What follows belongs to an exercise in optimizing a design on an open flow for small area; a production flow would make more cautious choices.
Only simulation tests tie the RTL to the original design; equivalence was not proved.
Power and IR drop assume default switching activity.

## avalon_xbar_arb
module avalon_xbar_arb #(
    parameter int NUM_INPUTS  = 5,
    parameter int NUM_OUTPUTS = 5,
    parameter int ADDR_W      = 30,
    parameter int DATA_W      = 32,
    parameter int BURST_W     = 8
) (
    input  logic                            i_Clk,
    input  logic                            i_Reset,
    input  logic [ADDR_W*NUM_INPUTS-1:0]    i_AVIn_Addr,
    input  logic [(DATA_W/8)*NUM_INPUTS-1:0] i_AVIn_ByteEn,
    input  logic [NUM_INPUTS-1:0]           i_AVIn_Read,
    input  logic [NUM_INPUTS-1:0]           i_AVIn_Write,
    input  logic [DATA_W*NUM_INPUTS-1:0]    i_AVIn_WriteData,
    input  logic [BURST_W*NUM_INPUTS-1:0]   i_AVIn_BurstCount,
    output logic [DATA_W*NUM_INPUTS-1:0]    o_AVIn_ReadData,
    output logic [NUM_INPUTS-1:0]           o_AVIn_WaitRequest,
    output logic [NUM_INPUTS-1:0]           o_DecodeErr,
    output logic [ADDR_W*NUM_OUTPUTS-1:0]   o_AVOut_Addr,
    output logic [(DATA_W/8)*NUM_OUTPUTS-1:0] o_AVOut_ByteEn,
    output logic [NUM_OUTPUTS-1:0]          o_AVOut_Read,
    output logic [NUM_OUTPUTS-1:0]          o_AVOut_Write,
    output logic [DATA_W*NUM_OUTPUTS-1:0]   o_AVOut_WriteData,
    output logic [BURST_W*NUM_OUTPUTS-1:0]  o_AVOut_BurstCount,
    input  logic [DATA_W*NUM_OUTPUTS-1:0]   i_AVOut_ReadData,
  ...
Size in the first run: ~2300 cells after synthesis, roughly 60 flip-flops, ~1100 I/O pins.
export LEC_CHECK = 0
export CAP_MARGIN = 20
export CELL_PAD_IN_SITES_DETAIL_PLACEMENT = 1
export CELL_PAD_IN_SITES_GLOBAL_PLACEMENT = 1
export CORE_AREA = 5 5 375 375
export DIE_AREA = 0 0 380 380
export PLACE_DENSITY = 0.4
export SLEW_MARGIN = 20
export SYNTH_HIERARCHICAL = 1
export SYNTH_MINIMUM_KEEP_SIZE = 0
create_clock -name core_clock -period 7.0 [get_ports {i_Clk}]
standard.sh (not shown) runs the stock make flow with config.mk's settings and CLKGATE_MAP_FILE= SYNTH_SCRIPT=/design/flow/synth_recipe.tcl, a recipe that flattens the netlist after the stock synthesis.
==> flow/flow/run.sh <==
#!/bin/bash
# Standard ORFS layout (standard.sh), except that:
#  - synthesis maps the logic with an area-oriented ABC script (flow/synth_area.tcl wraps
#    synth_recipe.tcl);
#  - the port buffers are the smallest buffer cell (buf_1) instead of the one buffer_ports
#    picks by default.
# make's output goes to standard_flow.log; each ORFS step keeps its own log under orfs/logs/.
set -euo pipefail
here=$(pwd)
export AREA_ABC_SCRIPT="$here/flow/area.abc"
export FLOW_SYNTH_TCL="$here/synth_recipe.tcl"
export BUFFER_PORTS_ARGS="-buffer_cell sky130_fd_sc_hd__buf_1"
bash standard.sh "SYNTH_SCRIPT=$here/flow/synth_area.tcl" \
  "BUFFER_PORTS_ARGS=$BUFFER_PORTS_ARGS" finish > standard_flow.log 2>&1
==> flow/flow/area.abc <==
&get -n
&st
&dch
&nf -p -R 1000
&st
&syn2
&dch
&nf -p -R 1000
&st
&dch -f
&nf -p -R 1000
&put
buffer -c
dnsize -c
==> flow/flow/synth_area.tcl <==
# The standard synthesis (synth_recipe.tcl, sourced unchanged below), except for the final
# technology mapping: every module but the mux leaf is mapped with an area-oriented ABC script (area.abc),
# the one-hot mux leaf module (avalon_xbar_ao5) with ORFS's default script. Registers are untouched by ABC, so
# they keep the standard synthesis's names and cells.
proc abc {args} {
  set i [lsearch -exact $args -script]
  set top_args $args
  lset top_args [expr {$i + 1}] $::env(AREA_ABC_SCRIPT)
  yosys abc {*}$args avalon_xbar_ao5
  yosys abc {*}$top_args avalon_xbar_ao5 %n
}
source $::env(FLOW_SYNTH_TCL)
Edit:
==> flow/run.sh (new file) <==
#!/bin/bash
# synth_recipe.tcl (not shown) runs the flow's synth.tcl, then flattens the netlist and writes it again
# the make line also repeats each setting of config.mk as NAME=value (left out here)
make -C /OpenROAD-flow-scripts/flow DESIGN_CONFIG=/design/flow/config.mk WORK_HOME=/design/flow/orfs CLKGATE_MAP_FILE= SYNTH_SCRIPT=/design/flow/synth_recipe.tcl finish
removed: flow/flow/run.sh
removed: flow/flow/area.abc
removed: flow/flow/synth_area.tcl
removed: flow/standard.sh
Critical path depth shrinks by 3. Sequential cell count is unchanged. Routed wire length grows by a few percent. Core utilization grows by 5.3 points. Sequential power shrinks by a few percent. Count of clock-buffer cells in the layout shrinks by 1. Register-to-register slack improved by 0.11 ns. Sequential share of layout area shrinks by 1.2 points. Combinational power grows by a few percent. Die area is unchanged.

-- port drivers added, routing unchanged --
No port has a modelled driver above. Below, the same layouts with a new extraction and two added sets of constraints.
Step 1 assumes that a clkbuf_16 drives the clock port and a buf_2 every other input.
Step 2 adds t to the input delays and takes it off the output delays; t is the mean of the earliest and latest rising clock arrival at the registers after step 1. Input paths then give back, and output paths get back, about the clock's delay inside the block.
Slacks: no drivers / after step 1 / after step 2; pairs: no drivers / after step 1.
run | shift t [ns] | setup slack, ns | worst setup path after step 2 | latest minus earliest clock arrival (ns)
the first run | 0.414 | 0.665 / 0.453 / 0.453 | input to output | 0.016 / 0.016
the second run | 0.407 | 0.502 / 0.352 / 0.352 | input to output | 0.015 / 0.015
After both steps every run listed still meets setup and hold. For the first run, which loses most, drivers alone change the setup slack by -0.212 ns; drivers and shift together by -0.212 ns.
